What follows belongs to an exercise in optimizing a design on an open flow for small area, a short achievable clock period and few clock cycles per item; a production flow would make more cautious choices. Function was checked by simulation only, so behaviour that the tests miss may differ from the original. Power figures rest on the tool's default switching activity, not on a simulated workload.

--- run.sh ---
#!/bin/bash
# synth_recipe.tcl (not shown) runs the flow's synth.tcl, then flattens the netlist and writes it again
# the make line also repeats each setting of config.mk as NAME=value (left out here)
make -C /OpenROAD-flow-scripts/flow DESIGN_CONFIG=/design/flow/config.mk WORK_HOME=/design/flow/orfs CLKGATE_MAP_FILE= SYNTH_SCRIPT=/design/flow/synth_recipe.tcl finish
--- config.mk ---
export PLATFORM = sky130hd
export DESIGN_NAME = rgb_to_hsv_converter
export DESIGN_NICKNAME = rgb_to_hsv_converter
export VERILOG_FILES = /design/flow/design.v
export SDC_FILE = /design/flow/constraint.sdc
export NUM_CORES = 4
export LEC_CHECK = 0
export CAP_MARGIN = 20
export CORE_MARGIN = 2
export CORE_UTILIZATION = 40
export SLEW_MARGIN = 20
--- constraint.sdc ---
create_clock -name core_clock -period 7.5 [get_ports {clk_i}]
set_input_delay 1.5000 -clock core_clock [delete_from_list [all_inputs] [get_ports {clk_i}]]
set_output_delay 1.5000 -clock core_clock [all_outputs]
set_load 0.01 [all_outputs]
--- design.v ---
`default_nettype none
package rhc_pkg;
  localparam int unsigned ChanWidth = 8;
  localparam int unsigned HueWidth  = 15;
  localparam int unsigned QuoWidth  = 12;
  localparam int unsigned NumCells  = QuoWidth;
  localparam logic [15:0] HueFullTurn  = 16'd23040;
  localparam logic [15:0] HueBaseRed   = 16'd0;
  localparam logic [15:0] HueBaseGreen = 16'd7680;
  localparam logic [15:0] HueBaseBlue  = 16'd15360;
  typedef struct packed {
    logic [ChanWidth-1:0] red;
    logic [ChanWidth-1:0] green;
    logic [ChanWidth-1:0] blue;
  } rhc_pixel_t;
  typedef struct packed {
    logic [HueWidth-1:0]  hue;
    logic [ChanWidth-1:0] saturation;
    logic [ChanWidth-1:0] value;
  } rhc_hsv_t;
  typedef enum logic [1:0] {
    SecRed,
    SecGreen,
    SecBlue
  } rhc_sector_e;
  typedef struct packed {
    logic [ChanWidth-1:0] rem;
    logic [QuoWidth-1:0]  num;
    logic [ChanWidth-1:0] den;
    logic [QuoWidth-1:0]  quo;
  } rhc_lane_t;
  typedef struct packed {
    rhc_lane_t            sat;
    rhc_lane_t            hue;
    logic [ChanWidth-1:0] value;
    rhc_sector_e          sector;
    logic                 neg;
    logic                 grey;
  } rhc_div_t;
  localparam int unsigned DivWidth = 2 * (2 * ChanWidth + 2 * QuoWidth) + ChanWidth + 4;
endpackage
`default_nettype wire
`default_nettype none
module rhc_front (
  input  wire logic       clk_i,
  input  wire logic       rst_ni,
  input  wire logic       en_i,
  input  wire logic       valid_i,
  input  rhc_pkg::rhc_pixel_t word_i,
  output logic            valid_o,
  output rhc_pkg::rhc_div_t        word_o
);
  logic [7:0]  hi;
  logic [7:0]  lo;
  logic [7:0]  delta;
  logic [8:0]  diff;
  logic [7:0]  mag;
  logic [15:0] sat_num;
  logic [19:0] hue_num;
  rhc_pkg::rhc_sector_e sector;
  rhc_pkg::rhc_div_t    word_d;
  rhc_pkg::rhc_div_t    word_q;
  logic        valid_q;
  always_comb begin
    hi = word_i.blue;
    if (hi < word_i.green) hi = word_i.green;
    if (hi < word_i.red)   hi = word_i.red;
    lo = word_i.blue;
    if (lo > word_i.green) lo = word_i.green;
    if (lo > word_i.red)   lo = word_i.red;
    delta = hi - lo;
  end
  always_comb begin
    priority if (word_i.red == hi) begin
      sector = rhc_pkg::SecRed;
      diff   = {1'b0, word_i.green} - {1'b0, word_i.blue};
    end else if (word_i.green == hi) begin
      sector = rhc_pkg::SecGreen;
      diff   = {1'b0, word_i.blue} - {1'b0, word_i.red};
    end else begin
      sector = rhc_pkg::SecBlue;
      diff   = {1'b0, word_i.red} - {1'b0, word_i.green};
    end
    mag = diff[8] ? 8'(-diff) : diff[7:0];
  end
  always_comb begin
    sat_num = {delta, 8'd0} - {8'd0, delta};
    hue_num = {mag, 12'd0} - {4'd0, mag, 8'd0};
    word_d.sat.rem = {4'd0, sat_num[15:12]};
    word_d.sat.num = sat_num[11:0];
    word_d.sat.den = hi;
    word_d.sat.quo = '0;
    word_d.hue.rem = hue_num[19:12];
    word_d.hue.num = hue_num[11:0];
    word_d.hue.den = delta;
    word_d.hue.quo = '0;
    word_d.value   = hi;
    word_d.sector  = sector;
    word_d.neg     = diff[8];
    word_d.grey    = (delta == 8'd0);
  end
  always_ff @(posedge clk_i or negedge rst_ni) begin
    if (!rst_ni) begin
      valid_q <= 1'b0;
    end else if (en_i) begin
      valid_q <= valid_i;
    end
  end
  always_ff @(posedge clk_i) begin
    if (en_i) begin
      word_q <= word_d;
    end
  end
  assign valid_o = valid_q;
  assign word_o  = word_q;
endmodule
`default_nettype wire
`default_nettype none
module rhc_div_cell (
  input  wire logic     clk_i,
  input  wire logic     rst_ni,
  input  wire logic     en_i,
  input  wire logic     valid_i,
  input  rhc_pkg::rhc_div_t word_i,
  output logic          valid_o,
  output rhc_pkg::rhc_div_t      word_o
);
  function automatic rhc_pkg::rhc_lane_t lane_step(rhc_pkg::rhc_lane_t l);
    rhc_pkg::rhc_lane_t  r;
    logic [8:0] trial;
    r     = l;
    trial = {l.rem, l.num[rhc_pkg::QuoWidth-1]};
    r.num = {l.num[rhc_pkg::QuoWidth-2:0], 1'b0};
    if (trial >= {1'b0, l.den}) begin
      r.rem = 8'(trial - {1'b0, l.den});
      r.quo = {l.quo[rhc_pkg::QuoWidth-2:0], 1'b1};
    end else begin
      r.rem = trial[7:0];
      r.quo = {l.quo[rhc_pkg::QuoWidth-2:0], 1'b0};
    end
    lane_step = r;
  endfunction
  rhc_pkg::rhc_div_t word_d;
  rhc_pkg::rhc_div_t word_q;
  logic     valid_q;
  always_comb begin
    word_d     = word_i;
    word_d.sat = lane_step(word_i.sat);
    word_d.hue = lane_step(word_i.hue);
  end
  always_ff @(posedge clk_i or negedge rst_ni) begin
    if (!rst_ni) begin
      valid_q <= 1'b0;
    end else if (en_i) begin
      valid_q <= valid_i;
    end
  end
  always_ff @(posedge clk_i) begin
    if (en_i) begin
      word_q <= word_d;
    end
  end
  assign valid_o = valid_q;
  assign word_o  = word_q;
endmodule
`default_nettype wire
`default_nettype none
module rhc_back (
  input  wire logic     clk_i,
  input  wire logic     rst_ni,
  input  wire logic     en_i,
  input  wire logic     valid_i,
  input  rhc_pkg::rhc_div_t word_i,
  output logic          valid_o,
  output rhc_pkg::rhc_hsv_t      word_o
);
  logic [15:0] base;
  logic [15:0] offset;
  logic [15:0] sum;
  logic [15:0] hue;
  rhc_pkg::rhc_hsv_t    word_d;
  rhc_pkg::rhc_hsv_t    word_q;
  logic        valid_q;
  always_comb begin
    unique case (word_i.sector)
      rhc_pkg::SecRed:   base = rhc_pkg::HueBaseRed;
      rhc_pkg::SecGreen: base = rhc_pkg::HueBaseGreen;
      rhc_pkg::SecBlue:  base = rhc_pkg::HueBaseBlue;
      default:  base = rhc_pkg::HueBaseRed;
    endcase
  end
  always_comb begin
    offset = {4'd0, word_i.hue.quo};
    sum    = word_i.neg ? (base - offset) : (base + offset);
    priority if (sum[15]) begin
      hue = sum + rhc_pkg::HueFullTurn;
    end else if (sum >= rhc_pkg::HueFullTurn) begin
      hue = sum - rhc_pkg::HueFullTurn;
    end else begin
      hue = sum;
    end
    word_d.value = word_i.value;
    if (word_i.grey) begin
      word_d.hue        = '0;
      word_d.saturation = '0;
    end else begin
      word_d.hue        = hue[rhc_pkg::HueWidth-1:0];
      word_d.saturation = word_i.sat.quo[rhc_pkg::ChanWidth-1:0];
    end
  end
  always_ff @(posedge clk_i or negedge rst_ni) begin
    if (!rst_ni) begin
      valid_q <= 1'b0;
    end else if (en_i) begin
      valid_q <= valid_i;
    end
  end
  always_ff @(posedge clk_i) begin
    if (en_i) begin
      word_q <= word_d;
    end
  end
  assign valid_o = valid_q;
  assign word_o  = word_q;
endmodule
`default_nettype wire
`default_nettype none
module rgb_to_hsv_converter (
  input  wire logic        clk_i,
  input  wire logic        rst_ni,
  input  wire logic        in_valid_i,
  output logic             in_stall_o,
  input  wire logic [23:0] in_word_i,
  output logic             out_valid_o,
  input  wire logic        out_stall_i,
  output logic [30:0]      out_word_o
);
  logic       advance;
  logic [rhc_pkg::NumCells:0] chain_valid;
  logic [rhc_pkg::NumCells:0][rhc_pkg::DivWidth-1:0] chain_word;
  rhc_pkg::rhc_pixel_t in_pixel;
  rhc_pkg::rhc_hsv_t   out_hsv;
  assign in_pixel   = rhc_pkg::rhc_pixel_t'(in_word_i);
  assign out_word_o = out_hsv;
  assign advance    = !(out_valid_o && out_stall_i);
  assign in_stall_o = !advance;
  rhc_front u_front (
    .clk_i   (clk_i),
    .rst_ni  (rst_ni),
    .en_i    (advance),
    .valid_i (in_valid_i),
    .word_i  (in_pixel),
    .valid_o (chain_valid[0]),
    .word_o  (chain_word[0])
  );
  for (genvar i = 0; i < rhc_pkg::NumCells; i++) begin : g_cell
    rhc_div_cell u_cell (
      .clk_i   (clk_i),
      .rst_ni  (rst_ni),
      .en_i    (advance),
      .valid_i (chain_valid[i]),
      .word_i  (chain_word[i]),
      .valid_o (chain_valid[i+1]),
      .word_o  (chain_word[i+1])
    );
  end
  rhc_back u_back (
    .clk_i   (clk_i),
    .rst_ni  (rst_ni),
    .en_i    (advance),
    .valid_i (chain_valid[rhc_pkg::NumCells]),
    .word_i  (chain_word[rhc_pkg::NumCells]),
    .valid_o (out_valid_o),
    .word_o  (out_hsv)
  );
endmodule
`default_nettype wire
==> results.sh <==
export IMPL_first_global_vias=20580
export IMPL_yosys_top_cells_area="edfxtp_1 59%, ha_1 9.6%, o21ai_0 3.8%, inv_1 3.5%, nand2_1 2.1%"
export IMPL_fillers=7165
export IMPL_clockRootBuffer="clkbuf_16"
export IMPL_post_synth_num_cell_types=81
export IMPL_status="no timing/DRC/antenna violations"
export IMPL_dr_total_vias=20010
export IMPL_synth_edf_count=661
export IMPL_start_kind="input pin"
export IMPL_initialDrtViolationCount=890
export IMPL_gr_total_overflow=0
export IMPL_antenna_found_initial=0
export IMPL_critPathTopFamily="compound AO/OA/AOI/OAI gates"
export IMPL_pre_cts_slack_ns=-0.6217
export IMPL_hold_viol_final=0
export IMPL_leakage_nw=16.00
export IMPL_area_delta_synth_final_pct=16.63
export IMPL_powerDensity_mw_per_mm2=493.4
export IMPL_synth_top_area_share_pct=59.41
export IMPL_yosys_area_top_type="edfxtp_1"
export IMPL_fp_dieW_um=293.0
export IMPL_ys_ff_latch=675
export IMPL_hold_class="reg2reg"
export IMPL_yosysMostFrequentCell="edfxtp_1"
export IMPL_tightest_slew_ns=1.089
export IMPL_switchingPower_mw=6.713
export IMPL_die_y_um=293.0
export IMPL_drc=0
export IMPL_slowest_delay_ns=0.48
export IMPL_avgSynthCellArea_um2=12.61
export IMPL_max_vdd_ir_drop_mv=0.2065
export IMPL_cp_end_kind="flop"
export IMPL_gp_congestion=0.9192
export IMPL_insertion_delay_ns=0.60
export IMPL_start_util_pct=40.56
export IMPL_path_buf_inv=6
export IMPL_ant_nets=0
export IMPL_cpMostUsedCell="inv_1"
export IMPL_finalInstanceArea_mm2=0.03897
export IMPL_numCtsBuffers=72
export IMPL_viasPerCell=4.956
export IMPL_finalSetupViolCount=0
export IMPL_maxSlewViolCount=0
export IMPL_synthCells=2649
export IMPL_setup_slack_ns=0.1967
export IMPL_antenna_cells=0
export IMPL_placementRows=105
export IMPL_wire_per_inst_um=14.78
export IMPL_grt_max_degree=193
export IMPL_die_area_mm2=0.08586
export IMPL_share_comb_of_total_power_pct=42.0
export IMPL_p_int_mw=12.52
export IMPL_fmax_mhz=136.9
export IMPL_syn_nets=2960
export IMPL_yosysSeqAreaShare_pct=60.46
export IMPL_path_max_fanout=9
export IMPL_cts_tree="built"
export IMPL_cts_reportedPaths_clkPinSlew_ns=0.06
export IMPL_slowest_stage="clkdlybuf4s50_1"
export IMPL_clkPwrFrac_pct=17.7
export IMPL_p_seq_share_pct=40.3
export IMPL_critical_path_arrival_ns=7.66
export IMPL_htreeDepth=3
export IMPL_hold_buffers=0
export IMPL_slew_headroom_pct=27.42
export IMPL_nets=3220
export IMPL_clock_sinks=675
export IMPL_yosysWarnings=3
export IMPL_synth_area_mm2=0.03341
export IMPL_ys_top_cells_by_count="661 x edfxtp_1, 313 x inv_1, 257 x o21ai_0"
export IMPL_drive_gt1_share_pct=11.22
export IMPL_grt_pass1_wl_um=98500
export IMPL_drtPass1Iterations=5
export IMPL_wl_um=59680
export IMPL_coreArea_mm2=0.08237
export IMPL_numPortBuffers=60
export IMPL_finClkSkew_ns=0.01840
export IMPL_cts_buffer_depth=3
export IMPL_required_ns=7.86
export IMPL_ys_flop_type="edfxtp_1"
export IMPL_dp_hpwl_um=43380
export IMPL_min_period_over_period_pct=97.38
export IMPL_fin_crit_ns=7.303
export IMPL_path_class="in2reg"
export IMPL_switching_share_pct=34.91
export IMPL_io_pins=61
export IMPL_place_area_mm2=0.03644
export IMPL_async_reset_ff_share_pct=2.074
export IMPL_drv_cap=0
export IMPL_grt_use_total_pct=13.98
-- metrics by stage --
step	TNS, ns	util, %	hold WS (ns)	power (mW)	std cells
2_1_floorplan	0	-	0.4003	13.52	2649
3_3_place_gp	-1.931	44.24	0.4005	15.46	3899
3_5_place_dp	-4.302	44.24	0.4045	15.86	3899
4_1_cts	0	47.02	0.3996	19.35	4031
5_1_grt	-0.1824	47.31	0.4040	20.86	4037
6_report	0	47.31	0.4086	19.23	4037
-- layer usage --
layer | track usage [%] | routed length (um)
met1 | 15.22 | 24070
met2 | 27.00 | 32030
met3 | 2.201 | 1979
met4 | 5.216 | 1598
met5 | 0 | 0
-- power by group through the flow --
stage | clock, mW | sequential, mW | combinational (mW)
5_1_grt | 3.67 | 7.98 | 9.22
4_1_cts | 3.52 | 7.77 | 8.06
6_report | 3.41 | 7.75 | 8.07
3_3_place_gp | 0 | 7.78 | 7.68
3_5_place_dp | 0 | 7.84 | 8.02
2_1_floorplan | 0 | 7.63 | 5.89
-- cell type report --
class	instances	area, um2	area share [%]
Clock buffer	90	1922	4.932
Clock inverter	42	370.4	0.9504
Inverter	315	1182	3.034
Multi-Input combinational cell	1624	12090	31.02
Sequential cell	675	20200	51.83
Tap cell	1070	1339	3.435
Timing Repair Buffer	221	1867	4.790
-- kinds of logic (layout without fill, tap and decap cells) --
logic type / after synthesis / after routing / share of synthesized area (%)
xor+xnor: 142 / 142 / 3.745
buf+inv: 350 / 668 / 3.973
simple gates: 620 / 620 / 9.272
compound gates: 550 / 550 / 10.43
fa+ha+maj: 283 / 283 / 11.20
flops: 675 / 675 / 60.46
mux: 29 / 29 / 0.9175
-- sequential cells by signal, summed over array words and instances, names as in the netlist --
name / count
g_cell.u_cell.valid_q: 12
g_cell.u_cell.word_q: 583
u_back.valid_q: 1
u_back.word_q: 31
u_front.valid_q: 1
u_front.word_q: 47
-- worst reg2reg max path, delay by kind of cell (launching register included) --
family                   cells  cell delay [ns]
adder cells (fa/ha/maj)      2             0.83
AND/OR/NAND/NOR              2             0.18
XOR/XNOR                     2             0.29
buffers and inverters        1             0.18
flip-flops                   1             0.41
AO/OA/AOI/OAI                6             1.51
-- timing repair --
action / 4_1_cts / 5_1_grt
setup buffers: 0 / 6
pin swaps: 0 / 21
endpoints found under the setup margin: 2 / 6
gates resized for setup: 1 / 40
-- placed cells by master (no fill, tap or decap), drive strengths merged, types with 9 or more instances in the layout --
| master | count |
|---|---|
| clkbuf | 90 |
| fa | 27 |
| a21oi | 79 |
| nand3 | 16 |
| nor2 | 143 |
| inv | 320 |
| ha | 256 |
| clkinv | 32 |
| xor2 | 75 |
| clkdlybuf4s50 | 60 |
| o211ai | 9 |
| mux2i | 16 |
| o211a | 18 |
| nand2b | 65 |
| a21o | 61 |
| o21ai | 261 |
| mux2 | 13 |
| o31ai | 45 |
| edfxtp | 661 |
| nand4 | 37 |
| or4 | 21 |
| buf | 161 |
| nor2b | 73 |
| dfrtp | 14 |
| xnor2 | 67 |
| nand2 | 191 |
| o21bai | 10 |
| and2 | 46 |
-- worst paths after layout --
path / startpoint / to / slack, ns / depth (start not counted)
setup / recovery: in_word_i[2] / u_front.word_q[50]$_DFFE_PN_ / 0.20 / 31
hold / removal: g_cell[4].u_cell.word_q[81]$_DFFE_PN_ / g_cell[5].u_cell.word_q[82]$_DFFE_PN_ / 0.41 / 0
setup reg to reg: g_cell[11].u_cell.word_q[3]$_DFFE_PN_ / u_back.word_q[27]$_SDFFCE_PP0N_ / 3.82 / 13
hold reg to reg: g_cell[4].u_cell.word_q[81]$_DFFE_PN_ / g_cell[5].u_cell.word_q[82]$_DFFE_PN_ / 0.41 / 0
max in group asynchronous: rst_ni / g_cell[3].u_cell.valid_q$_DFFE_PN0N_ / 5.83 / 1
min in group asynchronous: rst_ni / u_back.valid_q$_DFFE_PN0N_ / 1.28 / 1
Testbench counts, summed over its fixed seeds: cycles 24,112, pixels 24,000.

separate check: timing with driven ports:
In the flow no input, the clock included, has a driving cell. The finished layout below was timed again as built, in two steps. Step 1: set_driving_cell puts a clkbuf_16 on clk_i and a buf_2 on each other input, an assumption about the parent block. Step 2 times the ports against the registers' clock, not the clock port: input delays grow and output delays shrink by t, the midpoint of the rising clock arrivals with the driver on. Three values: ideal ports, drivers, drivers and shift; two values: the first two.
t (ns): 0.653
slack for setup (ns): 0.197 / 0.231 / -0.421
hold WS [ns]: 0.409 / 0.409 / 0.409
worst setup path at the end: input to register
pins driven straight from the clock port: 1
With both steps, setup timing fails in this run, where it was met with ideal ports. The setup slack of this run moves by +0.034 ns with the drivers and by -0.618 ns with both steps.
